From an optimization exercise on the open Yosys and OpenROAD flow, aimed at small area and a short achievable clock period; shortcuts taken in it are not production practice. The RTL was checked by simulation tests, not by an equivalence proof against the original design. Power and IR drop assume default switching activity.

## flow/config.mk

```make
export PLATFORM = sky130hd
export DESIGN_NAME = decodeExecute
export DESIGN_NICKNAME = decodeExecute
export VERILOG_FILES = /design/flow/design.v
export SDC_FILE = /design/flow/constraint.sdc
export NUM_CORES = 4
export LEC_CHECK = 0
export CAP_MARGIN = 20
export CORE_MARGIN = 2
export CORE_UTILIZATION = 40
export CTS_BUF_LIST = sky130_fd_sc_hd__clkbuf_8
export CTS_CLUSTER_SIZE = 30
export SETUP_SLACK_MARGIN = 3
export SLEW_MARGIN = 20
export SYNTH_HIERARCHICAL = 1
```

## flow/constraint.sdc

```tcl
create_clock -name core_clock -period 7.0 [get_ports {Clock}]
set_input_delay 1.4000 -clock core_clock [delete_from_list [all_inputs] [get_ports {Clock}]]
set_output_delay 1.4000 -clock core_clock [all_outputs]
set_load 0.01 [all_outputs]
```

## flow/design.v

```verilog
`timescale 1ns/1ns
package mipsPkg;
    localparam int dataWidth    = 32;
    localparam int regAddrWidth = 5;
    localparam int aluOpWidth   = 5;
    localparam int opcodeWidth  = 6;
    localparam int functWidth   = 6;
    localparam int immWidth     = 16;
    localparam int regCount     = 1 << regAddrWidth;
    localparam logic [aluOpWidth-1:0] aluAdd = 5'd0;
    localparam logic [aluOpWidth-1:0] aluSub = 5'd1;
    localparam logic [aluOpWidth-1:0] aluAnd = 5'd2;
    localparam logic [aluOpWidth-1:0] aluOr  = 5'd3;
    localparam logic [aluOpWidth-1:0] aluXor = 5'd4;
    localparam logic [aluOpWidth-1:0] aluNor = 5'd5;
    localparam logic [aluOpWidth-1:0] aluSlt = 5'd6;
    localparam logic [aluOpWidth-1:0] aluSll = 5'd7;
    localparam logic [aluOpWidth-1:0] aluSrl = 5'd8;
    localparam logic [aluOpWidth-1:0] aluLui = 5'd9;
    localparam logic [opcodeWidth-1:0] opRType = 6'h00;
    localparam logic [opcodeWidth-1:0] opBeq   = 6'h04;
    localparam logic [opcodeWidth-1:0] opBne   = 6'h05;
    localparam logic [opcodeWidth-1:0] opAddi  = 6'h08;
    localparam logic [opcodeWidth-1:0] opSlti  = 6'h0a;
    localparam logic [opcodeWidth-1:0] opAndi  = 6'h0c;
    localparam logic [opcodeWidth-1:0] opOri   = 6'h0d;
    localparam logic [opcodeWidth-1:0] opLui   = 6'h0f;
    localparam logic [opcodeWidth-1:0] opLb    = 6'h20;
    localparam logic [opcodeWidth-1:0] opLw    = 6'h23;
    localparam logic [opcodeWidth-1:0] opSb    = 6'h28;
    localparam logic [opcodeWidth-1:0] opSw    = 6'h2b;
    localparam logic [functWidth-1:0] fnSll = 6'h00;
    localparam logic [functWidth-1:0] fnSrl = 6'h02;
    localparam logic [functWidth-1:0] fnAdd = 6'h20;
    localparam logic [functWidth-1:0] fnSub = 6'h22;
    localparam logic [functWidth-1:0] fnAnd = 6'h24;
    localparam logic [functWidth-1:0] fnOr  = 6'h25;
    localparam logic [functWidth-1:0] fnXor = 6'h26;
    localparam logic [functWidth-1:0] fnNor = 6'h27;
    localparam logic [functWidth-1:0] fnSlt = 6'h2a;
    localparam logic [1:0] memToRegAlu = 2'b01;
    localparam logic [1:0] memToRegMem = 2'b10;
    localparam logic [1:0] byteSelByte = 2'b01;
    localparam logic [1:0] byteSelWord = 2'b11;
    localparam logic [1:0] regDstRt    = 2'b01;
    localparam logic [1:0] regDstRd    = 2'b10;
    typedef union packed {
        struct packed {
            logic [opcodeWidth-1:0]  opcode;
            logic [regAddrWidth-1:0] rs;
            logic [regAddrWidth-1:0] rt;
            logic [regAddrWidth-1:0] rd;
            logic [regAddrWidth-1:0] shamt;
            logic [functWidth-1:0]   funct;
        } rType;
        struct packed {
            logic [opcodeWidth-1:0]  opcode;
            logic [regAddrWidth-1:0] rs;
            logic [regAddrWidth-1:0] rt;
            logic [immWidth-1:0]     imm;
        } iType;
    } instrWord;
endpackage
`timescale 1ns/1ns
import mipsPkg::*;
module controlDecoder (
    input  mipsPkg::instrWord  instruction,
    output logic               regWrite,
    output logic               memRead,
    output logic               memWrite,
    output logic               branch,
    output logic               isRType,
    output logic               useImm,       
    output logic               signExtend,   
    output logic               invertB,      
    output logic               selSum,       
    output logic               selAnd,
    output logic               selOr,
    output logic               selXor,
    output logic               selNor,
    output logic               selLui,
    output logic               selShift,
    output logic               selSlt,
    output logic               shiftRight
);
    logic [opcodeWidth-1:0] op;
    logic [functWidth-1:0]  fn;
    logic rAdd, rSub, rAnd, rOr, rXor, rNor, rSlt, rSll, rSrl;
    logic iAddi, iSlti, iAndi, iOri, iLui, iLb, iLw, iSb, iSw, iBeq, iBne;
    assign op = instruction.rType.opcode;
    assign fn = instruction.rType.funct;
    assign isRType = (op == opRType);
    assign rAdd  = isRType && (fn == fnAdd);
    assign rSub  = isRType && (fn == fnSub);
    assign rAnd  = isRType && (fn == fnAnd);
    assign rOr   = isRType && (fn == fnOr);
    assign rXor  = isRType && (fn == fnXor);
    assign rNor  = isRType && (fn == fnNor);
    assign rSlt  = isRType && (fn == fnSlt);
    assign rSll  = isRType && (fn == fnSll);
    assign rSrl  = isRType && (fn == fnSrl);
    assign iAddi = (op == opAddi);
    assign iSlti = (op == opSlti);
    assign iAndi = (op == opAndi);
    assign iOri  = (op == opOri);
    assign iLui  = (op == opLui);
    assign iLb   = (op == opLb);
    assign iLw   = (op == opLw);
    assign iSb   = (op == opSb);
    assign iSw   = (op == opSw);
    assign iBeq  = (op == opBeq);
    assign iBne  = (op == opBne);
    assign regWrite   = rAdd | rSub | rAnd | rOr | rXor | rNor | rSlt | rSll | rSrl |
                        iAddi | iSlti | iAndi | iOri | iLui | iLb | iLw;
    assign memRead    = iLb | iLw;
    assign memWrite   = iSb | iSw;
    assign branch     = iBeq | iBne;
    assign useImm     = !isRType;
    assign signExtend = !(iAndi | iOri);
    assign invertB    = rSub | rSlt | iSlti;
    assign selSum     = rAdd | rSub | iAddi | iLb | iLw | iSb | iSw;
    assign selAnd     = rAnd | iAndi;
    assign selOr      = rOr | iOri;
    assign selXor     = rXor;
    assign selNor     = rNor;
    assign selLui     = iLui;
    assign selShift   = rSll | rSrl;
    assign selSlt     = rSlt | iSlti;
    assign shiftRight = rSrl;
endmodule
`timescale 1ns/1ns
import mipsPkg::*;
module registerFile (
    input  logic                              Clock,
    input  logic                              arstN,
    input  logic                              writeEnable,
    input  logic [mipsPkg::regAddrWidth-1:0]  readAddr1,
    input  logic [mipsPkg::regAddrWidth-1:0]  readAddr2,
    input  logic [mipsPkg::regAddrWidth-1:0]  writeAddr,
    input  logic [mipsPkg::dataWidth-1:0]     writeData,
    output logic [10:0][mipsPkg::dataWidth-1:0] groupN1,
    output logic [10:0][mipsPkg::dataWidth-1:0] groupN2
);
    logic [regCount-1:1][dataWidth-1:0] regs;
    logic [regCount-1:1]                valid;
    logic [regCount-1:1]                writeSel, readSel1, readSel2;
    logic                               writeLive, bypass1, bypass2;
    assign writeLive = writeEnable && (writeAddr != '0);
    assign bypass1   = writeLive && (writeAddr == readAddr1);
    assign bypass2   = writeLive && (writeAddr == readAddr2);
    always_comb begin
        for (int i = 1; i < regCount; i++) begin
            writeSel[i] = writeLive && (writeAddr == i);
            readSel1[i] = valid[i] && !writeSel[i] && (readAddr1 == i);
            readSel2[i] = valid[i] && !writeSel[i] && (readAddr2 == i);
        end
    end
    always_ff @(posedge Clock) begin
        for (int i = 1; i < regCount; i++) begin
            if (writeSel[i]) regs[i] <= writeData;
        end
    end
    always_ff @(posedge Clock or negedge arstN) begin
        if (!arstN) begin
            valid <= '0;
        end else begin
            valid <= valid | writeSel;
        end
    end
    for (genvar g = 0; g < 10; g++) begin : gGroup
        for (genvar b = 0; b < dataWidth; b++) begin : gBit
            aoi222 port1 (
                .a1(readSel1[3*g+1]), .a2(regs[3*g+1][b]),
                .b1(readSel1[3*g+2]), .b2(regs[3*g+2][b]),
                .c1(readSel1[3*g+3]), .c2(regs[3*g+3][b]), .y(groupN1[g][b])
            );
            aoi222 port2 (
                .a1(readSel2[3*g+1]), .a2(regs[3*g+1][b]),
                .b1(readSel2[3*g+2]), .b2(regs[3*g+2][b]),
                .c1(readSel2[3*g+3]), .c2(regs[3*g+3][b]), .y(groupN2[g][b])
            );
        end
    end
    assign groupN1[10] = ~(({dataWidth{readSel1[31]}} & regs[31]) | ({dataWidth{bypass1}} & writeData));
    assign groupN2[10] = ~(({dataWidth{readSel2[31]}} & regs[31]) | ({dataWidth{bypass2}} & writeData));
endmodule
module aoi222 (
    input  logic a1, a2, b1, b2, c1, c2,
    output logic y
);
    assign y = !((a1 & a2) | (b1 & b2) | (c1 & c2));
endmodule
`timescale 1ns/1ns
import mipsPkg::*;
module idExRegister #(
    parameter int ctrlWidth = 4,
    parameter int dataBits  = 1
) (
    input  logic                  Clock,
    input  logic                  arstN,
    input  logic                  flush,
    input  logic                  stall,
    input  logic [ctrlWidth-1:0]  ctrlIn,
    input  logic [dataBits-1:0]   dataIn,
    output logic [ctrlWidth-1:0]  ctrlOut,
    output logic [dataBits-1:0]   dataOut
);
    always_ff @(posedge Clock or negedge arstN) begin
        if (!arstN) begin
            ctrlOut <= '0;
        end else if (flush) begin
            ctrlOut <= '0;
        end else if (!stall) begin
            ctrlOut <= ctrlIn;
        end
    end
    always_ff @(posedge Clock) begin
        if (!stall) begin
            dataOut <= dataIn;
        end
    end
endmodule
`timescale 1ns/1ns
import mipsPkg::*;
module carryGP (
    input  logic gHi, pHi, gLo, pLo,
    output logic g, p
);
    assign g = gHi | (pHi & gLo);
    assign p = pHi & pLo;
endmodule
module carryG (
    input  logic gHi, pHi, gLo,
    output logic g
);
    assign g = gHi | (pHi & gLo);
endmodule
module prefixAdder #(
    parameter int width = 16
) (
    input  logic [width-1:0]  a,
    input  logic [width-1:0]  b,
    input  logic              carryIn,
    output logic [width-1:0]  sum,
    output logic              carryOut
);
    localparam int n      = width + 1;
    localparam int levels = (n <= 2) ? 1 : (n <= 4) ? 2 : (n <= 8) ? 3 : (n <= 16) ? 4 :
                            (n <= 32) ? 5 : 6;
    logic [levels:0][n-1:0] gen, prop;
    logic [n-1:0]           p;
    for (genvar i = 0; i < width; i++) begin : gProp
        xorCell propBit (.a(a[i]), .b(b[i]), .y(p[i+1]));
    end
    assign p[0]      = 1'b0;
    assign gen[0]    = {a & b, carryIn};
    assign prop[0]   = p;
    for (genvar l = 0; l < levels; l++) begin : gLevel
        localparam int d = 1 << l;
        for (genvar i = 0; i < n; i++) begin : gBit
            if (i < d) begin : gPass
                assign gen[l+1][i]  = gen[l][i];
                assign prop[l+1][i] = prop[l][i];
            end else if (i < 2 * d) begin : gFinal
                carryG op (
                    .gHi(gen[l][i]), .pHi(prop[l][i]), .gLo(gen[l][i-d]), .g(gen[l+1][i])
                );
                assign prop[l+1][i] = 1'b0;
            end else begin : gBoth
                carryGP op (
                    .gHi(gen[l][i]), .pHi(prop[l][i]), .gLo(gen[l][i-d]), .pLo(prop[l][i-d]),
                    .g(gen[l+1][i]), .p(prop[l+1][i])
                );
            end
        end
    end
    assign sum      = p[n-1:1] ^ gen[levels][n-2:0];
    assign carryOut = gen[levels][n-1];
endmodule
module sparseAdder #(
    parameter int width = 30
) (
    input  logic [width-1:0]  a,
    input  logic [width-1:0]  b,
    input  logic              carryIn,
    output logic [width-1:0]  sum
);
    localparam int top = (width <= 2) ? 1 : (width <= 4) ? 2 : (width <= 8) ? 4 :
                         (width <= 16) ? 8 : (width <= 32) ? 16 : 32;
    logic [width-1:0] p, gen, prop;
    always_comb begin
        p    = a ^ b;
        gen  = a & b;
        gen[0] = gen[0] | (p[0] & carryIn);
        prop = p;
        for (int d = 1; d < width; d = d * 2) begin
            for (int i = 2 * d - 1; i < width; i += 2 * d) begin
                gen[i]  = gen[i] | (prop[i] & gen[i-d]);
                prop[i] = prop[i] & prop[i-d];
            end
        end
        for (int d = top; d >= 1; d = d / 2) begin
            for (int i = 3 * d - 1; i < width; i += 2 * d) begin
                gen[i]  = gen[i] | (prop[i] & gen[i-d]);
                prop[i] = prop[i] & prop[i-d];
            end
        end
        sum = p ^ {gen[width-2:0], carryIn};
    end
endmodule
module andOr (
    input  logic a, b, c,
    output logic y
);
    assign y = (a & b) | c;
endmodule
module xorCell (
    input  logic a, b,
    output logic y
);
    assign y = a ^ b;
endmodule
`timescale 1ns/1ns
import mipsPkg::*;
module decodeExecute (
    input  logic                                  Clock,
    input  logic                                  arstN,
    input  mipsPkg::instrWord                     instruction,
    input  logic [mipsPkg::dataWidth-1:0]         pc,
    input  logic                                  flush,
    input  logic                                  stall,
    input  logic                                  wbWrite,
    input  logic [mipsPkg::regAddrWidth-1:0]      wbAddr,
    input  logic [mipsPkg::dataWidth-1:0]         wbData,
    output logic [mipsPkg::dataWidth-1:0]         aluResult,
    output logic [mipsPkg::dataWidth-1:0]         storeData,
    output logic [mipsPkg::dataWidth-1:0]         branchTarget,
    output logic [mipsPkg::regAddrWidth-1:0]      destReg,
    output logic [1:0]                            memToReg,
    output logic [1:0]                            byteSel,
    output logic                                  branchTaken,
    output logic                                  regWrite,
    output logic                                  memWrite,
    output logic                                  memRead
);
    localparam int loWidth  = 8;
    localparam int hiWidth  = dataWidth - loWidth;
    localparam int dataBits = 2*dataWidth + hiWidth + 3;
    logic                 dRegWrite, dMemRead, dMemWrite, dBranch, dIsRType, dUseImm;
    logic                 dSignExtend, dInvertB, dSelSum, dSelAnd, dSelOr, dSelXor, dSelNor;
    logic                 dSelLui, dSelShift, dSelSlt, dShiftRight, dCarryMid, dBranchTaken;
    logic                 dUseAdder, dCarryLo;
    logic [10:0][dataWidth-1:0] dGroupN1, dGroupN2;
    logic [dataWidth-1:0] dStored1, dStored2, dRead1, dRead2, dImmExt, dOpB, dOpY;
    logic [dataWidth-1:0] dRotated, dShiftMask, dShifted, dTarget, dOther, dResult, dStoreWord;
    logic [loWidth-1:0]   dSumLo;
    logic [hiWidth-1:0]   dAddHigh;
    logic [4:0]           dShiftAmount, dRotateAmount;
    logic [regAddrWidth-1:0] dDest;
    logic                 eCarryMid, eSelSlt, eOp0, eCarryOut, eLessThan;
    logic [dataWidth-1:0] eResult;
    logic [hiWidth-1:0]   eAddHigh, eSumHigh;
    controlDecoder decoder (
        .instruction(instruction), .regWrite(dRegWrite), .memRead(dMemRead),
        .memWrite(dMemWrite), .branch(dBranch), .isRType(dIsRType), .useImm(dUseImm),
        .signExtend(dSignExtend), .invertB(dInvertB), .selSum(dSelSum), .selAnd(dSelAnd),
        .selOr(dSelOr), .selXor(dSelXor), .selNor(dSelNor), .selLui(dSelLui),
        .selShift(dSelShift), .selSlt(dSelSlt), .shiftRight(dShiftRight)
    );
    registerFile regFile (
        .Clock(Clock), .arstN(arstN), .writeEnable(wbWrite),
        .readAddr1(instruction.rType.rs), .readAddr2(instruction.rType.rt),
        .writeAddr(wbAddr), .writeData(wbData), .groupN1(dGroupN1), .groupN2(dGroupN2)
    );
    always_comb begin
        dStored1 = '1;
        dStored2 = '1;
        for (int g = 0; g < 11; g++) begin
            dStored1 = dStored1 & dGroupN1[g];
            dStored2 = dStored2 & dGroupN2[g];
        end
    end
    assign dRead1 = ~dStored1;
    assign dRead2 = ~dStored2;
    assign dImmExt = {{(dataWidth-immWidth){dSignExtend & instruction.iType.imm[immWidth-1]}},
                      instruction.iType.imm};
    assign dOpB    = dUseImm ? dImmExt : dRead2;
    assign dOpY    = dOpB ^ {dataWidth{dInvertB}};
    prefixAdder #(.width(loWidth)) adderLo (
        .a(dRead1[loWidth-1:0]), .b(dOpY[loWidth-1:0]), .carryIn(dInvertB),
        .sum(dSumLo), .carryOut(dCarryLo)
    );
    assign dShiftAmount  = instruction.rType.shamt;
    assign dRotateAmount = dShiftRight ? (5'd0 - dShiftAmount) : dShiftAmount;
    always_comb begin
        dRotated = dRead2;
        for (int k = 0; k < 5; k++) begin
            if (dRotateAmount[k]) dRotated = (dRotated << (1 << k)) | (dRotated >> (dataWidth - (1 << k)));
        end
        dShiftMask = dShiftRight ? ({dataWidth{1'b1}} >> dShiftAmount)
                                 : ({dataWidth{1'b1}} << dShiftAmount);
    end
    assign dShifted = dRotated & dShiftMask;
    sparseAdder #(.width(dataWidth-2)) targetAdder (
        .a(pc[dataWidth-1:2]), .b(dImmExt[dataWidth-3:0]), .carryIn(1'b1),
        .sum(dTarget[dataWidth-1:2])
    );
    assign dTarget[1:0] = pc[1:0];
    assign dUseAdder = dSelSum | dSelSlt;
    assign dOther = ({dataWidth{dUseAdder}} & {dRead1[dataWidth-1:loWidth], {loWidth{1'b0}}}) |
                    ({dataWidth{dSelAnd}}   & (dRead1 & dOpB)) |
                    ({dataWidth{dSelOr}}    & (dRead1 | dOpB)) |
                    ({dataWidth{dSelXor}}   & (dRead1 ^ dOpB)) |
                    ({dataWidth{dSelNor}}   & ~(dRead1 | dOpB)) |
                    ({dataWidth{dSelLui}}   & {instruction.iType.imm, {(dataWidth-immWidth){1'b0}}}) |
                    ({dataWidth{dSelShift}} & dShifted) |
                    ({dataWidth{dBranch}}   & dTarget);
    for (genvar i = 0; i < loWidth; i++) begin : gResultLo
        andOr resultBit (.a(dSumLo[i]), .b(dSelSum), .c(dOther[i]), .y(dResult[i]));
    end
    assign dResult[dataWidth-1:loWidth] = dOther[dataWidth-1:loWidth];
    assign dAddHigh  = {hiWidth{dUseAdder}} & dOpY[dataWidth-1:loWidth];
    assign dCarryMid = dUseAdder & dCarryLo;
    assign dDest      = dIsRType ? instruction.rType.rd : instruction.rType.rt;
    assign dStoreWord = {dRead2[dataWidth-1:regAddrWidth],
                         dMemWrite ? dRead2[regAddrWidth-1:0] : dDest};
    assign dBranchTaken = dBranch && ((dRead1 == dRead2) ^ instruction.iType.opcode[0]);
    idExRegister #(.ctrlWidth(4), .dataBits(dataBits)) stageReg (
        .Clock(Clock), .arstN(arstN), .flush(flush), .stall(stall),
        .ctrlIn({dRegWrite, dMemRead, dMemWrite, dBranchTaken}),
        .dataIn({dResult, dAddHigh, dCarryMid, dStoreWord, dSelSlt,
                 instruction.iType.opcode[0]}),
        .ctrlOut({regWrite, memRead, memWrite, branchTaken}),
        .dataOut({eResult, eAddHigh, eCarryMid, storeData, eSelSlt, eOp0})
    );
    prefixAdder #(.width(hiWidth)) adderHi (
        .a(eResult[dataWidth-1:loWidth]), .b(eAddHigh), .carryIn(eCarryMid),
        .sum(eSumHigh), .carryOut(eCarryOut)
    );
    assign eLessThan = eResult[dataWidth-1] ^ eAddHigh[hiWidth-1] ^ eCarryOut;
    assign aluResult = {eSumHigh & {hiWidth{!eSelSlt}}, eResult[loWidth-1:1],
                        eResult[0] | (eSelSlt & eLessThan)};
    assign branchTarget = eResult;
    assign destReg      = storeData[regAddrWidth-1:0];
    assign byteSel      = {eOp0, 1'b1};
    assign memToReg     = {memRead, !memRead};
endmodule
```

## flow/run.sh

```bash
#!/bin/bash
# synth_recipe.tcl (not shown) runs the flow's synth.tcl, then flattens the netlist and writes it again
# the make line also repeats each setting of config.mk as NAME=value (left out here)
make -C /OpenROAD-flow-scripts/flow DESIGN_CONFIG=/design/flow/config.mk WORK_HOME=/design/flow/orfs CLKGATE_MAP_FILE= SYNTH_SCRIPT=/design/flow/synth_recipe.tcl finish
```

==> out/metrics.cfg, run 1 <==
[global_routing]
grt_pass1_wl_mm=334.8
gr-usage-met3_pct=11.22
grt_overflow_total=0
grtUsageMet1_pct=42.16
grtUsageMet2_pct=53.11
grt_max_degree=49
antenna_found_initial=13
grt-busiest-layer=met2
grt_usage_pct=34.37
first_global_vias=44840

[floorplanning]
core_um2=133500
fp.dieH_um=370.8
die_w_um=370.8
ios=215
fp.dieArea_um2=137500
rows=134
initial_core_util_pct=40.33

[sta]
finalHoldViolCount=0
rsz0062_at_grt=true
final.setup_skew_ns=0.05072
setup_viol=0
tightest_slew_ns=1.114
slew_headroom_pct=25.53
period_minus_slack_ns=4.845
finalCritPeriodShare_pct=69.22
hold_ws_ns=0.4922
slew_violations=0
fmax_mhz=206.4
setup_tns_ns=0

[cells_and_area]
layout_commonest_cell=edfxtp_1
fin_cells=6735
drive_gt1_share_pct=32.31
layout_common_cells=edfxtp_1, a222oi_1, buf_4
area_delta_synth_final_pct=32.57
stdcell_area_um2=71360
nets=5049

[logic_synthesis]
ys_seq_elements=1118
synth_edf_count=1083
avgSynthCellArea_um2=13.95
yosysWarnings=10
synth_cells=3860
synth_area_leaders=edfxtp_1, a222oi_1, ha_1
synthFlopType=edfxtp_1
synth.distinct_cells=79
syn-cell-area_um2=53830
yosysTopAreaCellShare_pct=60.42
yosysTopAreaCell=edfxtp_1
ys_seq_area_share_pct=62.04
async_flop_share_pct=3.131

[worst_setup_path]
worstPathMaxFanout=13
cp_cell_sequence=dlygate4sd2_1, nand3b_1, buf_4, nor3_4, buf_6, a222oi_1, nand4_1, nor3_2, buf_4, xnor2_2, nor4_2, nand4_1, nor2_4, buf_6, mux2i_1, mux2i_1, nor2_1
crit_type=input port to flop
worst_path_largest_cell_delay_ns=0.70
cp-end-kind=flop
crit_arrival_ns=5.70
worst_path_max_delay_cell=nor3_4
start_kind=input port
r2r_cells=16
required_ns=7.85

[clock_tree]
root_buffer=clkbuf_8
clk_path_buf_depth=3
tritoncts.num_buffers=181
ctsHoldBuffers=0
clk_pin_slew_ns=0.06
clkLatencyLatePin_ns=0.93
cts_htree_levels=4
cts.sinks=1118
cts_tree=done

[placement]
numPortBuffers=213
place_area_um2=61810
hpwl_mm=159.8
gp_congestion=1.035
dp.cells=6045

[job]
cap_violations=0

[drt]
drc=0
first_iter_violations=11560
drt-pass1-iter-count=17
wire_per_inst_um=36.04
wirelength_mm=242.7
dr_total_vias=46980
ant_nets=0
viasPerCell=6.976

[worst_hold_path]
holdCritPathClass=flop to flop
hold_depth=1

[power]
irDropWorstVdd_mv=0.2145
leakage_nw=25.99
power_density_nw_per_um2=228.9

[status]
outcome=no timing/DRC/antenna violations

power breakdown:
group	internal (W)	switching (W)	total [W]
sequential	0.00751	0.000112	0.00763
clock	0.00286	0.00273	0.00559
combinational	0.00122	0.00189	0.00311
total	0.0116	0.00474	0.0163
modules after synthesis, one instance, submodules excluded, a selection:
module | flops+latches | times used | cells
andOr | 0 | 8 | 1
aoi222 | 0 | 640 | 1
carryG | 0 | 32 | 1
carryGP | 0 | 83 | 2
controlDecoder | 0 | 1 | 59
decodeExecute | 0 | 1 | 1230
registerFile | 1023 | 1 | 1380
path summary, 6_finish.rpt:
path	from	endpoint	slack (ns)
setup / recovery	instruction[25]	stageReg.ctrlOut[0]$_DFFE_PN0P_	2.15
hold / removal	regFile.valid[26]$_DFF_PN0_	regFile.valid[26]$_DFF_PN0_	0.49
setup reg to reg	regFile.valid[20]$_DFF_PN0_	stageReg.dataOut[66]$_DFFE_PN_	2.95
hold reg to reg	regFile.valid[26]$_DFF_PN0_	regFile.valid[26]$_DFF_PN0_	0.49
max in group asynchronous	arstN	regFile.valid[3]$_DFF_PN0_	6.05
min in group asynchronous	arstN	regFile.valid[9]$_DFF_PN0_	0.52
repair_timing:
action | CTS | global route
endpoints found under the setup margin | 114 | 79
buffers inserted | 315 | 51
gates resized for setup | 666 | 155
pin swaps | 346 | 188
gates cloned | 5 | 2
cell type report:
class	count	area (um2)
Antenna cell	5	12.51
Clock buffer	185	2546
Clock inverter	127	892.1
Fill cell	11240	62090
Inverter	135	540.5
Multi-Input combinational cell	2466	23160
Sequential cell	1118	33400
Tap cell	1768	2212
Timing Repair Buffer	931	8607
metrics by stage:
stage / utilization (%) / setup WS (ns) / total power (W)
finish: 53.47 / 2.155 / 0.01633
global route: 53.47 / 2.200 / 0.01676
CTS: 52.63 / 2.431 / 0.01612
detailed placement: 46.31 / -0.2048 / 0.01013
global placement: 46.30 / -0.1630 / 0.01013
floorplan: - / 2.031 / 0.008925
cell usage after synthesis, types with 39 or more instances:
cell,number
a21oi_1,86
a32oi_1,65
nand4_1,144
nor3_1,115
ha_1,94
o21ai_0,103
edfxtp_1,1083
buf_2,39
nand3_1,131
a222oi_1,649
a21o_1,132
xnor2_1,48
xor2_1,109
inv_1,133
mux2i_1,69
a22oi_1,103
nand2_1,84
clkbuf_1,72
and2_1,152
nor2_1,95
registers in the layout, summed over array words and instances (netlist names):
| register | count |
|---|---|
| regFile.regs | 992 |
| stageReg.ctrlOut | 4 |
| regFile.valid | 31 |
| stageReg.dataOut | 91 |
critical path: cells and delay by family:
kind	cells	cell delay [ns]
XOR/XNOR	1	0.20
buffers and inverters	5	1.42
multiplexers	2	0.25
AND/OR/NAND/NOR	8	2.24
AO/OA/AOI/OAI	1	0.13
kinds of logic (layout without fill, tap and decap cells):
logic type	count (synthesis)	after routing	synth area share (%)
mux	70	70	1.325
fa+ha+maj	110	110	2.780
xor+xnor	158	158	2.585
other cells	1	7	0.006966
simple gates	869	874	8.905
buf+inv	282	1378	2.380
compound gates	1252	1252	19.98
flops	1118	1118	62.04
layer usage:
| layer | wire length (um) | vias up | share of wire (%) |
|---|---|---|---|
| li1 | - | 18890 | - |
| met2 | 107500 | 4054 | 44 |
| met1 | 83280 | 23170 | 34 |
| met3 | 34770 | 861 | 14 |
| met4 | 17140 | 6 | 7.1 |
| met5 | 45 | - | 0.019 |
==> inputs of run 2 (changes only) <==
--- a/flow/config.mk
+++ b/flow/config.mk
@@ -15 +15,2 @@
 export SYNTH_HIERARCHICAL = 1
+export TNS_END_PERCENT = 10
==> out/metrics.cfg, run 2 <==
[placement]
place_ws_ns=0.04177  ; +0.2466 ns
hpwl_mm=156.9  ; -1.8%
gp_congestion=1.030  ; -0.46%
dp.cells=6069  ; +0.40%
numPortBuffers=213  ; unchanged

[sta]
period_minus_slack_ns=4.862  ; +0.01632 ns
setup_viol=0  ; unchanged
setup_tns_ns=0  ; unchanged
hold_ws_ns=0.4659  ; -0.02630 ns
slew_violations=0  ; unchanged
slew_headroom_pct=19.73  ; -5.8 points
fmax_mhz=205.7  ; -0.34%
finalHoldViolCount=0  ; unchanged
setup_ws_ns=2.138  ; -0.01632 ns
rsz0062_at_grt=true
final.setup_skew_ns=0.08612  ; +0.03540 ns
finalCritPeriodShare_pct=69.45  ; +0.23 points
tightest_slew_ns=1.200  ; +0.08657 ns

[cells_and_area]
largest_register_ffs=992  ; unchanged
fill_cells=11570  ; +2.9%
largest_register=regFile.regs
nets=4882  ; -3.3%
layout_commonest_cell=edfxtp_1
fin_util_pct=50.82  ; -2.7 points
ff_latch_area_um2=33400  ; unchanged
area_delta_synth_final_pct=26.00
multi_input_area_um2=21500  ; -7.2%
fin_cells=6586  ; -2.2%
drive_gt1_share_pct=23.95  ; -8.4 points
top_regs=regFile.regs x992, stageReg.dataOut x91, regFile.valid x31
layout_common_cells=edfxtp_1, a222oi_1, buf_4

[global_routing]
grt_usage_pct=33.17  ; -1.2 points
grt_overflow_total=0  ; unchanged
first_global_vias=43110  ; -3.9%
grt_max_degree=63  ; +29%
antenna_found_initial=10  ; -3
grt_pass1_wl_mm=323.8  ; -3.3%

[logic_synthesis]
yosysWarnings=10  ; unchanged
synthFlopType=edfxtp_1
synth_top_family_by_area=compound AO/OA/AOI/OAI gates
synthMuxAreaShare_pct=1.325  ; unchanged
synth_area_leaders=edfxtp_1, a222oi_1, ha_1
syn-cell-area_um2=53830  ; unchanged
ys_seq_elements=1118  ; unchanged
synth_xor_area_share_pct=2.585  ; unchanged
yosysTopAreaCellShare_pct=60.42  ; unchanged
synth_compound_area_share_pct=19.98  ; unchanged
synth_cells=3860  ; unchanged
synth.most_common_cell=edfxtp_1
synthSimpleGateAreaFrac_pct=8.905  ; unchanged
synth_common_cells=edfxtp_1, a222oi_1, and2_1
synth_edf_count=1083  ; unchanged
yosysTopAreaCell=edfxtp_1
async_flop_share_pct=3.131  ; unchanged
synth_fa_ha_area_share_pct=2.780  ; unchanged
ys_seq_area_share_pct=62.04  ; unchanged
synth.distinct_cells=79  ; unchanged
avgSynthCellArea_um2=13.95  ; unchanged

[clock_tree]
root_buffer=clkbuf_8
cts_htree_levels=4  ; unchanged
cts.sinks=1118  ; unchanged
cts_tree=done
clkLatencyLatePin_ns=0.97  ; +0.04 ns
clk_pin_slew_ns=0.06  ; about the same
tritoncts.num_buffers=184  ; +1.7%
clk_path_buf_depth=3  ; unchanged

[drt]
ant_nets=0  ; unchanged
viasPerCell=6.934  ; -0.60%
dr_total_vias=45670  ; -2.8%
first_iter_violations=11030  ; -4.6%
wirelength_mm=235.2  ; -3.1%
drc=0  ; unchanged
wire_per_inst_um=35.71  ; -0.91%
drt-pass1-iter-count=14  ; -3

[worst_setup_path]
worstPathMaxFanout=7  ; -6
cp-end-kind=flop
critPathBufInv=5  ; unchanged
crit_arrival_ns=5.69  ; about the same
required_ns=7.83  ; -0.02 ns
cp_top_family=simple AND/OR/NAND/NOR gates
worst_path_max_delay_cell=or4b_4
cp_cell_sequence=buf_12, or4b_4, buf_6, o21ai_4, nor3_4, a222oi_1, nand4_1, nor3_4, buf_6, clkinvlp_4, xnor2_2, nor4_2, buf_4, nand4_1, nor2_2, mux2i_1, mux2i_1, nor2_1
worst_path_largest_cell_delay_ns=0.63  ; -0.07 ns
start_kind=input port
crit_type=input port to flop

[floorplanning]
initial_core_util_pct=40.33  ; unchanged
core_um2=133500  ; unchanged
fp.dieH_um=370.8  ; unchanged
die_w_um=370.8  ; unchanged
rows=134  ; unchanged
ios=215  ; unchanged
fp.dieArea_um2=137500  ; unchanged

[worst_hold_path]
holdCritPathClass=flop to flop

[job]
cap_violations=0  ; unchanged

[power]
irDropWorstVdd_mv=0.2068  ; -3.6%
leakage_nw=24.62  ; -5.2%
power_density_nw_per_um2=233.8  ; +2.2%

[status]
outcome=no timing/DRC/antenna violations

[run 2: modules after synthesis (local to each module, per instance), excerpt]
module	area, um2	flops+latches
decodeExecute	7839	0
andOr	7.507	0
carryGP	13.76	0
registerFile	32850	1023
controlDecoder	377.9	0
xorCell	8.758	0
aoi222	10.01	0
carryG	7.507	0
[run 2: cells by family after synthesis]
kind of cell               after synthesis
AOI/OAI and AO/OA                     1252
DFF                                   1118
and+or+nand+nor                        869
buffers and inverters                  282
xor gates and xnor gates               158
adders and majority gates              110
muxes                                   70
other                                    1
[run 2: layout make-up]
class	count	share of cell area, %
Multi-Input combinational cell	2463	31.69
Sequential cell	1118	49.24
Antenna cell	4	0.01476
Tap cell	1768	3.262
Timing Repair Buffer	764	9.980
Clock buffer	191	3.876
Clock inverter	143	1.160
Inverter	135	0.7729
[run 2: worst register-to-register path: cells and delay by family, from the launching register on]
| family | cells | cell delay [ns] |
|---|---|---|
| buf+inv | 5 | 0.81 |
| mux | 2 | 0.30 |
| simple gates | 7 | 1.60 |
| xor+xnor | 1 | 0.17 |
| flops | 1 | 0.38 |
| compound gates | 2 | 0.68 |
[run 2: through the flow]
stage	instance area (um2)	total power [W]
3_5_place_dp	61490	0.01018
6_report	67830	0.01586
5_1_grt	67820	0.01630
2_1_floorplan	54530	0.008878
4_1_cts	67300	0.01573
3_3_place_gp	61450	0.01017
[run 2: power breakdown]
group / switching, W / internal [W] / total [W] / leakage, nW
Clock: 0.00277 / 0.00267 / 0.00545 / 2.02
Combinational: 0.00177 / 0.00103 / 0.00280 / 12.3
Sequential: 0.000102 / 0.00751 / 0.00762 / 10.3
Total: 0.00464 / 0.0112 / 0.0159 / 24.6
[run 2: final timing paths]
kind                                              endpoint                        start  slack (ns)  cells after the start
setup reg to reg           stageReg.ctrlOut[0]$_DFFE_PN0P_  regFile.valid[11]$_DFF_PN0_        2.91                     17
min in group asynchronous      regFile.valid[16]$_DFF_PN0_                        arstN        0.49                      1
hold / removal                 regFile.valid[13]$_DFF_PN0_  regFile.valid[13]$_DFF_PN0_        0.47                      1
max in group asynchronous  stageReg.ctrlOut[3]$_DFFE_PN0P_                        arstN        6.02                      1
setup / recovery           stageReg.ctrlOut[0]$_DFFE_PN0P_                    wbAddr[1]        2.14                     18
hold reg to reg                regFile.valid[13]$_DFF_PN0_  regFile.valid[13]$_DFF_PN0_        0.47                      1
[run 2: repair_timing]
item                                   CTS  global route
hold buffers                             0             0
setup buffers                          153            19
endpoints found under the hold margin    0             0
pin swaps                              166            58
gates resized for setup                330            90
setup endpoints to repair              114            81
gates cloned                             6             1
[run 2: metal layers]
layer,GRT usage (%),routed length [um]
met1,41.34,82920
met3,8.061,28250
met4,23.05,19320
met5,0,124
met2,50.88,104600
==> inputs of run 3 (changes only) <==
--- a/flow/config.mk
+++ b/flow/config.mk
@@ -11,3 +11,4 @@
 export CTS_BUF_LIST = sky130_fd_sc_hd__clkbuf_8
-export CTS_CLUSTER_SIZE = 30
+export CTS_CLUSTER_DIAMETER = 120
+export CTS_CLUSTER_SIZE = 10
 export SETUP_SLACK_MARGIN = 3
==> out/metrics.cfg, run 3 <==
[status]
outcome=no timing/DRC/antenna violations

[clock_tree]
clk_pin_slew_ns=0.08  ; +0.02 ns
clk_path_buf_depth=3  ; unchanged
tritoncts.num_buffers=130  ; -29%
root_buffer=clkbuf_8
clkLatencyLatePin_ns=0.90  ; -0.07 ns
cts.sinks=1118  ; unchanged
ctsHoldBuffers=0  ; unchanged
cts_tree=done
cts_htree_levels=4  ; unchanged

[logic_synthesis]
synth_edf_count=1083  ; unchanged
async_flop_share_pct=3.131  ; unchanged
synth.most_common_cell=edfxtp_1
synth.distinct_cells=79  ; unchanged
synthFlopType=edfxtp_1
synth_common_cells=edfxtp_1, a222oi_1, and2_1
yosysTopAreaCell=edfxtp_1
avgSynthCellArea_um2=13.95  ; unchanged
yosysWarnings=10  ; unchanged
syn-cell-area_um2=53830  ; unchanged
synth_area_leaders=edfxtp_1, a222oi_1, ha_1
synth_cells=3860  ; unchanged
yosysTopAreaCellShare_pct=60.42  ; unchanged
ys_seq_area_share_pct=62.04  ; unchanged
ys_seq_elements=1118  ; unchanged

[cells_and_area]
fin_cells=6415  ; -2.6%
layout_commonest_cell=edfxtp_1
layout_common_cells=edfxtp_1, a222oi_1, buf_4
drive_gt1_share_pct=21.48  ; -2.5 points
stdcell_area_um2=66010  ; -2.7%
fill_cells=11690  ; +1.1%
largest_register=regFile.regs
largest_register_ffs=992  ; unchanged
top_regs=regFile.regs x992, stageReg.dataOut x91, regFile.valid x31
area_delta_synth_final_pct=22.63
nets=4797  ; -1.7%

[placement]
hpwl_mm=156.9  ; unchanged
dp.cells=6069  ; unchanged
numPortBuffers=213  ; unchanged
place_area_um2=61490  ; unchanged
place_ws_ns=0.04177  ; unchanged
gp_congestion=1.030  ; unchanged

[worst_setup_path]
cp-end-kind=flop
worstPathMaxFanout=10  ; +3
required_ns=7.64  ; -0.19 ns
crit_type=input port to flop
crit_arrival_ns=5.58  ; -0.11 ns
start_kind=input port

[worst_hold_path]
holdCritPathClass=flop to flop

[global_routing]
first_global_vias=42670  ; -1.0%
grt_usage_pct=32.86  ; -0.31 points
grt_pass1_wl_mm=320.6  ; -0.98%
grt-busiest-layer=met2
gr-usage-met3_pct=7.782  ; -0.28 points
grtUsageMet2_pct=50.20  ; -0.67 points
grt_overflow_total=0  ; unchanged
grt_max_degree=63  ; unchanged
grtUsageMet1_pct=41.15  ; -0.19 points
antenna_found_initial=10  ; unchanged

[sta]
setup_viol=0  ; unchanged
setup_ws_ns=2.060  ; -0.07892 ns
slew_headroom_pct=21.41  ; +1.7 points
tightest_slew_ns=1.175  ; -0.02506 ns
slew_violations=0  ; unchanged
fmax_mhz=202.4  ; -1.6%
period_minus_slack_ns=4.941  ; +0.07892 ns
final.setup_skew_ns=0.06522  ; -0.02090 ns
setup_tns_ns=0  ; unchanged
finalCritPeriodShare_pct=70.58  ; +1.1 points
rsz0062_at_grt=true
finalHoldViolCount=0  ; unchanged

[floorplanning]
fp.dieArea_um2=137500  ; unchanged
rows=134  ; unchanged
fp.dieH_um=370.8  ; unchanged
initial_core_util_pct=40.33  ; unchanged
ios=215  ; unchanged
die_w_um=370.8  ; unchanged
core_um2=133500  ; unchanged

[power]
leakage_nw=23.69  ; -3.8%
power_density_nw_per_um2=220.6  ; -5.6%
irDropWorstVdd_mv=0.1981  ; -4.2%

[drt]
viasPerCell=7.020  ; +1.2%
dr_total_vias=45030  ; -1.4%
drc=0  ; unchanged
ant_nets=0  ; unchanged
wire_per_inst_um=36.32  ; +1.7%
wirelength_mm=233.0  ; -0.96%
first_iter_violations=10760  ; -2.4%
drt-pass1-iter-count=14  ; unchanged

[job]
cap_violations=0  ; unchanged

[run 3: path summary, 6_finish.rpt]
kind	startpoint	to	slack [ns]	depth (start not counted)
setup / recovery	instruction[20]	stageReg.dataOut[85]$_DFFE_PN_	2.06	14
hold / removal	regFile.valid[24]$_DFF_PN0_	regFile.valid[24]$_DFF_PN0_	0.47	1
setup reg to reg	regFile.valid[13]$_DFF_PN0_	stageReg.dataOut[90]$_DFFE_PN_	2.80	15
hold reg to reg	regFile.valid[24]$_DFF_PN0_	regFile.valid[24]$_DFF_PN0_	0.47	1
max in group asynchronous	arstN	regFile.valid[7]$_DFF_PN0_	5.98	1
min in group asynchronous	arstN	regFile.valid[17]$_DFF_PN0_	0.54	1
[run 3: stage by stage]
stage | util, % | hold WS (ns) | total power [W]
floorplan | - | 0.4300 | 0.008878
global placement | 46.04 | 0.4466 | 0.01017
detailed placement | 46.07 | 0.4452 | 0.01018
CTS | 49.29 | 0.4674 | 0.01449
global route | 49.46 | 0.4795 | 0.01496
finish | 49.46 | 0.4720 | 0.01456
[run 3: kinds of logic after synthesis]
kind of cell / after synthesis / synth area share [%]
AOI/OAI and AO/OA: 1252 / 19.98
DFF: 1118 / 62.04
and+or+nand+nor: 869 / 8.905
buffers and inverters: 282 / 2.380
xor gates and xnor gates: 158 / 2.585
adders and majority gates: 110 / 2.780
muxes: 70 / 1.325
other: 1 / 0.006966
[run 3: Yosys stat by module, one instance, submodules excluded, excerpt]
module / copies in the design / cells / cell area (um2) / flops+latches
andOr: 8 / 1 / 7.507 / 0
aoi222: 640 / 1 / 10.01 / 0
carryG: 32 / 1 / 7.507 / 0
carryGP: 83 / 2 / 13.76 / 0
controlDecoder: 1 / 59 / 377.9 / 0
decodeExecute: 1 / 1230 / 7839 / 0
registerFile: 1 / 1380 / 32850 / 1023
xorCell: 32 / 1 / 8.758 / 0
[run 3: report_power, final]
part	internal [W]	switching [W]	total, W
Sequential	0.00750	0.000101	0.00760
Combinational	0.000988	0.00173	0.00271
Clock	0.00179	0.00245	0.00425
[run 3: layout make-up]
class                      instances  area [um2]  area share (%)
antenna                            5       12.51         0.01895
clock inverter                    62       389.1          0.5895
timing repair buffer             734        6440           9.756
sequential                      1118       33400           50.59
multi-input combinational       2462       21240           32.18
clock buffer                     131        1803           2.731
tap                             1768        2212           3.351
inverter                         135       513.0          0.7771
[run 3: layer usage]
metal | part of all wire [%] | vias to the layer above
li1 | - | 18320
met1 | 35 | 22270
met2 | 44 | 3769
met3 | 12 | 664
met4 | 8.1 | 4
met5 | 0.011 | -
[run 3: critical path: stages]
cell	delay, ns
dlygate4sd2_1	0.31
or3_1	0.62
nor3_4	0.56
buf_4	0.31
a222oi_1	0.13
nand4_1	0.25
nor3_1	0.11
buf_4	0.21
mux2i_1	0.64
a22oi_1	0.26
nand2_1	0.12
o221ai_1	0.15
buf_4	0.21
o21ai_0	0.28
[run 3: repair_timing]
| item | in CTS | in global routing |
|---|---|---|
| endpoints found under the setup margin | 114 | 81 |
| pin swaps | 128 | 60 |
| resized for setup | 278 | 37 |
| setup buffers | 137 | 8 |
| gates cloned | 3 | 0 |
| endpoints found under the hold margin | 0 | 0 |
==> inputs of run 4 (changes only) <==
--- a/flow/config.mk
+++ b/flow/config.mk
@@ -11,4 +11,4 @@
 export CTS_BUF_LIST = sky130_fd_sc_hd__clkbuf_8
-export CTS_CLUSTER_DIAMETER = 120
-export CTS_CLUSTER_SIZE = 10
+export CTS_CLUSTER_DIAMETER = 150
+export CTS_CLUSTER_SIZE = 12
 export SETUP_SLACK_MARGIN = 3
==> out/metrics.cfg, run 4 <==
[status]
outcome=no timing/DRC/antenna violations

[clock_tree]
clk_path_buf_depth=3  ; unchanged
clk_pin_slew_ns=0.09  ; about the same
root_buffer=clkbuf_8
cts_tree=done
cts.sinks=1118  ; unchanged
clkLatencyLatePin_ns=0.88  ; -0.02 ns
cts_htree_levels=3  ; -1
tritoncts.num_buffers=103  ; -21%

[floorplanning]
ios=215  ; unchanged
fp.dieArea_um2=137500  ; unchanged
fp.dieH_um=370.8  ; unchanged
die_w_um=370.8  ; unchanged
initial_core_util_pct=40.33  ; unchanged
rows=134  ; unchanged
core_um2=133500  ; unchanged

[drt]
ant_nets=0  ; unchanged
first_iter_violations=11120  ; +3.3%
drt-pass1-iter-count=14  ; unchanged
dr_total_vias=45340  ; +0.68%
drc=0  ; unchanged
viasPerCell=7.049  ; +0.41%
wirelength_mm=233.8  ; +0.35%
wire_per_inst_um=36.35  ; about the same

[worst_setup_path]
r2r_cells=15  ; unchanged
cp-end-kind=flop
start_kind=input port
cp_top_family=compound AO/OA/AOI/OAI gates
crit_arrival_ns=5.58  ; about the same
worstPathMaxFanout=7  ; -3
rrSetupSlack_ns=2.90  ; +0.10 ns
reg2reg_to=stageReg.dataOut[86]$_DFFE_PN_
worst_path_max_delay_cell=or4b_4
cp_cell_sequence=buf_12, or4b_4, o21ai_4, nor3_4, buf_6, buf_6, a222oi_1, nand4_1, nor3_2, inv_1, o21ai_0, buf_4, inv_1, ha_1, a22oi_1, o2111a_1, o31ai_1, buf_4
critPathBufInv=7  ; +3
required_ns=7.60  ; -0.04 ns
crit_type=input port to flop
worst_path_largest_cell_delay_ns=0.63  ; about the same
timing.rr.start=regFile.valid[13]$_DFF_PN0_

[cells_and_area]
nets=4813  ; +0.33%
layout_common_cells=edfxtp_1, a222oi_1, buf_4
fin_cells=6432  ; +0.27%
largest_register_ffs=992  ; unchanged
fill_cells=11670  ; -0.17%
largest_register=regFile.regs
layout_commonest_cell=edfxtp_1
area_delta_synth_final_pct=22.83
stdcell_area_um2=66120  ; +0.16%
drive_gt1_share_pct=22.27  ; +0.79 points
top_regs=regFile.regs x992, stageReg.dataOut x91, regFile.valid x31
fin_util_pct=49.54  ; +0.080 points

[logic_synthesis]
yosysTopAreaCell=edfxtp_1
ys_seq_elements=1118  ; unchanged
synth_xor_area_share_pct=2.585  ; unchanged
ys_seq_area_share_pct=62.04  ; unchanged
synth_cells=3860  ; unchanged
syn-cell-area_um2=53830  ; unchanged
avgSynthCellArea_um2=13.95  ; unchanged
synth_area_leaders=edfxtp_1, a222oi_1, ha_1
synth_common_cells=edfxtp_1, a222oi_1, and2_1
synth_fa_ha_area_share_pct=2.780  ; unchanged
synth.most_common_cell=edfxtp_1
synthMuxAreaShare_pct=1.325  ; unchanged
synth_edf_count=1083  ; unchanged
yosysWarnings=10  ; unchanged
synthSimpleGateAreaFrac_pct=8.905  ; unchanged
synth_top_family_by_area=compound AO/OA/AOI/OAI gates
async_flop_share_pct=3.131  ; unchanged
yosysTopAreaCellShare_pct=60.42  ; unchanged
synthFlopType=edfxtp_1
synth_compound_area_share_pct=19.98  ; unchanged
synth.distinct_cells=79  ; unchanged

[placement]
gp_congestion=1.030  ; unchanged
numPortBuffers=213  ; unchanged
dp.cells=6069  ; unchanged
place_area_um2=61490  ; unchanged
hpwl_mm=156.9  ; unchanged

[sta]
setup_viol=0  ; unchanged
slew_headroom_pct=22.12  ; +0.70 points
finalHoldViolCount=0  ; unchanged
period_minus_slack_ns=4.975  ; +0.03415 ns
final.setup_skew_ns=0.05377  ; -0.01145 ns
tightest_slew_ns=1.164  ; -0.01053 ns
slew_violations=0  ; unchanged
finalCritPeriodShare_pct=71.07  ; +0.49 points
setup_tns_ns=0  ; unchanged
rsz0062_at_grt=true
fmax_mhz=201.0  ; -0.69%

[global_routing]
grt_pass1_wl_mm=319.9  ; -0.20%
antenna_found_initial=8  ; -2
first_global_vias=42290  ; -0.90%
grt_usage_pct=32.76  ; -0.11 points
grt-busiest-layer=met2
gr-usage-met3_pct=7.054  ; -0.73 points
grtUsageMet1_pct=41.40  ; +0.26 points
grt_overflow_total=0  ; unchanged
grtUsageMet2_pct=50.41  ; +0.21 points
grt_max_degree=63  ; unchanged

[worst_hold_path]
min_to=regFile.valid[24]$_DFF_PN0_
worstHoldStart=regFile.valid[24]$_DFF_PN0_
hold_depth=1  ; unchanged
holdCritPathClass=flop to flop

[power]
power_w=0.01412  ; -3.0%
power.switching_w=0.004178  ; -2.4%
irDropWorstVdd_mv=0.1734  ; -12%
power.share.clock_pct=26.5  ; -2.7 points
seqPwrFrac_pct=53.8  ; +1.6 points
p_comb_share_pct=19.7  ; +1.1 points
power_density_nw_per_um2=213.6  ; -3.2%
leakage_nw=23.74  ; +0.22%
power.internal_w=0.009947  ; -3.3%
switching_share_pct=29.58  ; +0.20 points

[job]
cap_violations=0  ; unchanged

run 4: cell counts after synthesis:
Identical to the previous run, type by type.
run 4: area by class of cell:
| class | count | area, um2 | share of cell area (%) |
|---|---|---|---|
| diodes | 3 | 7.507 | 0.01135 |
| clock buffers | 103 | 1418 | 2.144 |
| clock inverters | 66 | 345.3 | 0.5223 |
| inverters | 135 | 524.3 | 0.7929 |
| multi-input cells | 2462 | 21420 | 32.40 |
| flip-flops and latches | 1118 | 33400 | 50.51 |
| well taps | 1768 | 2212 | 3.346 |
| repair buffers | 777 | 6790 | 10.27 |
run 4: through the flow:
step	worst slack (ns)	hold slack [ns]
6_report	2.025	0.4761
2_1_floorplan	2.011	0.4300
3_3_place_gp	0.09731	0.4466
3_5_place_dp	0.04177	0.4452
5_1_grt	2.127	0.4817
4_1_cts	2.341	0.4689
run 4: worst max path at each step:
stage / from / endpoint / cells after the start
CTS: wbAddr[0] / stageReg.dataOut[67]$_DFFE_PN_ / 17
finish: wbAddr[0] / stageReg.dataOut[78]$_DFFE_PN_ / 18
detailed placement: wbAddr[4] / stageReg.dataOut[63]$_DFFE_PN_ / 20
global route: wbAddr[0] / stageReg.dataOut[67]$_DFFE_PN_ / 17
global placement: wbAddr[4] / stageReg.dataOut[63]$_DFFE_PN_ / 20
floorplan: instruction[17] / stageReg.dataOut[66]$_DFFE_PN_ / 16
run 4: cell families after synthesis:
group / count (synthesis)
muxes: 70
other: 1
buffers and inverters: 282
xor gates and xnor gates: 158
and+or+nand+nor: 869
adders and majority gates: 110
DFF: 1118
AOI/OAI and AO/OA: 1252
run 4: worst register-to-register path, delay by kind of cell, from the launching register on:
kind,cells,cell delay [ns]
buffers and inverters,5,0.69
adders and majority gates,1,0.27
DFF,1,0.39
AOI/OAI and AO/OA,6,1.45
and+or+nand+nor,3,1.00
run 4: per-module statistics from Yosys, one instance, submodules excluded, a selection:
| module | flops+latches | cells inside | area (um2) |
|---|---|---|---|
| carryGP | 0 | 2 | 13.76 |
| xorCell | 0 | 1 | 8.758 |
| aoi222 | 0 | 1 | 10.01 |
| decodeExecute | 0 | 1230 | 7839 |
| carryG | 0 | 1 | 7.507 |
| andOr | 0 | 1 | 7.507 |
| registerFile | 1023 | 1380 | 32850 |
run 4: layer usage:
metal / routed length [um] / vias to the layer above
met5: 13 / -
met4: 19620 / 2
met3: 28400 / 667
met2: 103900 / 3712
met1: 81870 / 22620
li1: - / 18340
run 4: power groups by stage:
| stage | Sequential (W) | Clock (W) | Combinational [W] |
|---|---|---|---|
| 2_1_floorplan | 0.00772 | 0 | 0.00115 |
| 3_3_place_gp | 0.00774 | 0 | 0.00243 |
| 3_5_place_dp | 0.00774 | 0 | 0.00244 |
| 4_1_cts | 0.00760 | 0.00377 | 0.00263 |
| 5_1_grt | 0.00761 | 0.00400 | 0.00289 |
| 6_report | 0.00760 | 0.00374 | 0.00278 |
run 4: repair_timing:
item | 4_1_cts | 5_1_grt
gates cloned | 2 | 2
setup buffers | 152 | 35
hold buffers | 0 | 0
endpoints found under the setup margin | 114 | 83
gates resized for setup | 294 | 77
pin swaps | 136 | 87
==> inputs of run 5 (changes only) <==
==> flow/flow/run.sh (new file) <==
#!/bin/bash
# The standard layout (the standard.sh: standard synthesis, floorplan,
# placement, CTS, routing), except that the buffer on each input and output
# port is the smallest buffer cell, sky130_fd_sc_hd__buf_1, instead of the
# one buffer_ports picks by default. Every port still gets its own buffer,
# and timing repair may still resize it.
set -euo pipefail
export BUFFER_PORTS_ARGS="-buffer_cell sky130_fd_sc_hd__buf_1"
bash standard.sh > standard_flow.log 2>&1
==> flow/standard.sh (new file) <==
#!/bin/bash
# synth_recipe.tcl (not shown) runs the flow's synth.tcl, then flattens the netlist and writes it again
# the make line also repeats each setting of config.mk as NAME=value (left out here)
make -C /OpenROAD-flow-scripts/flow DESIGN_CONFIG=/design/flow/config.mk WORK_HOME=/design/flow/orfs CLKGATE_MAP_FILE= SYNTH_SCRIPT=/design/flow/synth_recipe.tcl "${@:-finish}"
--- a/flow/config.mk
+++ b/flow/config.mk
@@ -11,4 +11,3 @@
 export CTS_BUF_LIST = sky130_fd_sc_hd__clkbuf_8
-export CTS_CLUSTER_DIAMETER = 150
-export CTS_CLUSTER_SIZE = 12
+export CTS_CLUSTER_SIZE = 30
 export SETUP_SLACK_MARGIN = 3
removed: flow/run.sh
==> out/metrics.cfg, run 5 <==
[drt]
ant_nets=0  ; unchanged
viasPerCell=7.049  ; about the same
drt-pass1-iter-count=14  ; unchanged
dr_total_vias=46410  ; +2.4%
wire_per_inst_um=36.77  ; +1.2%
first_iter_violations=12200  ; +9.7%
drc=0  ; unchanged
wirelength_mm=242.1  ; +3.5%

[logic_synthesis]
yosysWarnings=10  ; unchanged
synth.distinct_cells=79  ; unchanged
synth_area_leaders=edfxtp_1, a222oi_1, ha_1
ys_seq_elements=1118  ; unchanged
yosysTopAreaCellShare_pct=60.42  ; unchanged
syn-cell-area_um2=53830  ; unchanged
async_flop_share_pct=3.131  ; unchanged
synth_cells=3860  ; unchanged
yosysTopAreaCell=edfxtp_1
ys_seq_area_share_pct=62.04  ; unchanged
synth_edf_count=1083  ; unchanged
avgSynthCellArea_um2=13.95  ; unchanged
synth_common_cells=edfxtp_1, a222oi_1, and2_1
synth.most_common_cell=edfxtp_1
synthFlopType=edfxtp_1

[global_routing]
grt_overflow_total=0  ; unchanged
grt_usage_pct=34.20  ; +1.4 points
grt_max_degree=73  ; +16%
grt_pass1_wl_mm=331.9  ; +3.7%
antenna_found_initial=9  ; +1
first_global_vias=43670  ; +3.3%

[floorplanning]
rows=134  ; unchanged
initial_core_util_pct=40.33  ; unchanged
fp.dieArea_um2=137500  ; unchanged
die_w_um=370.8  ; unchanged
core_um2=133500  ; unchanged
ios=215  ; unchanged
fp.dieH_um=370.8  ; unchanged

[placement]
gp_congestion=0.9828  ; -4.6%
place_area_um2=60040  ; -2.4%
hpwl_mm=156.7  ; -0.15%
numPortBuffers=213  ; unchanged

[worst_hold_path]
holdCritPathClass=flop to flop

[clock_tree]
clkLatencyLatePin_ns=0.95  ; +0.07 ns
clk_pin_slew_ns=0.06  ; -0.03 ns
cts_tree=done
root_buffer=clkbuf_8
cts_htree_levels=4  ; +1
tritoncts.num_buffers=181  ; +76%
cts.sinks=1118  ; unchanged
clk_path_buf_depth=3  ; unchanged

[sta]
finalCritPeriodShare_pct=70.46  ; -0.61 points
setup_tns_ns=0  ; unchanged
period_minus_slack_ns=4.932  ; -0.04250 ns
final.setup_skew_ns=0.07971  ; +0.02594 ns
hold_ws_ns=0.4621  ; -0.01401 ns
slew_headroom_pct=21.59  ; -0.53 points
fmax_mhz=202.8  ; +0.86%
tightest_slew_ns=1.172  ; +0.007892 ns
finalHoldViolCount=0  ; unchanged
slew_violations=0  ; unchanged
rsz0062_at_grt=true
setup_viol=0  ; unchanged

[worst_setup_path]
worstPathMaxFanout=13  ; +6
start_kind=input port
cp-end-kind=flop
crit_type=input port to flop
required_ns=7.82  ; +0.22 ns
crit_arrival_ns=5.75  ; +0.17 ns

[cells_and_area]
nets=4872  ; +1.2%
stdcell_area_um2=67400  ; +1.9%
top_regs=regFile.regs x992, stageReg.dataOut x91, regFile.valid x31
layout_commonest_cell=edfxtp_1
area_delta_synth_final_pct=25.21
largest_register=regFile.regs
fin_util_pct=50.50  ; +0.96 points
layout_common_cells=edfxtp_1, a222oi_1, buf_4
largest_register_ffs=992  ; unchanged
drive_gt1_share_pct=24.58  ; +2.3 points

[power]
power_density_nw_per_um2=236.8  ; +11%
irDropWorstVdd_mv=0.2114  ; +22%
power_w=0.01596  ; +13%
leakage_nw=24.27  ; +2.2%

[status]
outcome=no timing/DRC/antenna violations

[job]
cap_violations=0  ; unchanged

run 5: cell counts after synthesis:
No cell type changed its count.
run 5: metal layers:
layer	global-route usage, %	wire length (um)	vias up
met4	22.43	20580	2
met5	0	10	-
li1	-	-	18570
met1	42.98	82210	22730
met2	51.51	104900	4281
met3	9.821	34380	840
run 5: through the flow:
stage          setup WS, ns  std cells
2_1_floorplan         2.011       3861
3_3_place_gp       -0.02685       6027
3_5_place_dp       -0.09350       6029
4_1_cts               2.341       6534
5_1_grt               2.122       6581
6_report              2.068       6584
run 5: power by group:
group | total [W] | internal (W) | leakage, nW | switching (W)
logic | 0.00279 | 0.000972 | 12.0 | 0.00181
registers | 0.00762 | 0.00751 | 10.3 | 0.000103
clock network | 0.00556 | 0.00276 | 2.00 | 0.00280
total | 0.0160 | 0.0112 | 24.3 | 0.00471
run 5: cell type report:
class                   instances  area, um2
multi-input cells            2463      21780
well taps                    1768       2212
clock inverters               150      942.2
inverters                     135      528.0
flip-flops and latches       1118      33400
diodes                          8      20.02
repair buffers                757       5974
fillers                     11560      66060
clock buffers                 185       2546
run 5: repair_timing:
action	CTS	global route
pin swaps	186	100
gates resized for setup	282	109
gates cloned	12	1
setup endpoints to repair	98	79
hold buffers	0	0
buffers inserted	158	41
run 5: modules after synthesis, one instance, submodules excluded, a selection:
module / flops+latches / times used
andOr: 0 / 8
aoi222: 0 / 640
carryG: 0 / 32
carryGP: 0 / 83
controlDecoder: 0 / 1
decodeExecute: 0 / 1
registerFile: 1023 / 1
xorCell: 0 / 32
run 5: critical path: stages:
cell and delay (ns):
clkdlybuf4s15_2 0.40, or3_1 0.56, nor3_4 0.81, buf_4 0.41, a222oi_1 0.14, nand4_1 0.32
nor3_4 0.05, buf_4 0.17, buf_4 0.13, xnor2_1 0.19, nor4_2 0.28, nand4_1 0.20
nor2_4 0.19, buf_4 0.14, mux2i_1 0.17, mux2i_1 0.09, nor2_1 0.10
run 5: logic make-up after synthesis:
| group | count (synthesis) | synth area share (%) |
|---|---|---|
| XOR/XNOR | 158 | 2.585 |
| AND/OR/NAND/NOR | 869 | 8.905 |
| flip-flops | 1118 | 62.04 |
| other | 1 | 0.006966 |
| buffers and inverters | 282 | 2.380 |
| multiplexers | 70 | 1.325 |
| AO/OA/AOI/OAI | 1252 | 19.98 |
| adder cells (fa/ha/maj) | 110 | 2.780 |
run 5: final timing paths:
| kind | start | cells past startpoint | slack [ns] | endpoint |
|---|---|---|---|---|
| max in group asynchronous | arstN | 2 | 5.97 | stageReg.ctrlOut[2]$_DFFE_PN0P_ |
| worst min register to register | regFile.valid[27]$_DFF_PN0_ | 1 | 0.46 | regFile.valid[27]$_DFF_PN0_ |
| worst max register to register | regFile.valid[25]$_DFF_PN0_ | 15 | 2.86 | stageReg.dataOut[82]$_DFFE_PN_ |
| worst max-delay path | instruction[21] | 17 | 2.07 | stageReg.ctrlOut[0]$_DFFE_PN0P_ |
| worst min-delay path | regFile.valid[27]$_DFF_PN0_ | 1 | 0.46 | regFile.valid[27]$_DFF_PN0_ |
| min in group asynchronous | arstN | 2 | 0.58 | regFile.valid[13]$_DFF_PN0_ |

[afterwards: timing with drivers on the ports]
No port has a modelled driver above. Below, the same layouts with a new extraction and two added sets of constraints.
Step 1 (the two cells are an assumption about what drives the block):
set clk [get_ports {Clock}]
set_driving_cell -lib_cell sky130_fd_sc_hd__clkbuf_16 $clk
set_driving_cell -lib_cell sky130_fd_sc_hd__buf_2 [delete_from_list [all_inputs] $clk]
Step 2 moves the port delays by t, midway between the first and last clock arrival at a register: inputs arrive t later, outputs are due t later. That takes back most of the time a late clock gives input paths.
Three values: ideal, step 1, step 2; two values: the first two.
run | t (ns) | setup WS [ns] | worst data-port slew with drivers (ns)
run 1 | 0.978 | 2.155 / 2.206 / 1.228 | 0.08
run 2 | 0.994 | 2.138 / 2.132 / 1.138 | 0.13
run 3 | 0.941 | 2.059 / 2.074 / 1.133 | 0.13
run 4 | 0.922 | 2.025 / 2.027 / 1.105 | 0.13
run 5 | 0.990 | 2.068 / 2.091 / 1.101 | 0.12
After both steps every run listed still meets setup and hold. For run 2, which loses most, drivers alone change the setup slack by -0.006 ns; drivers and shift together by -1.000 ns.
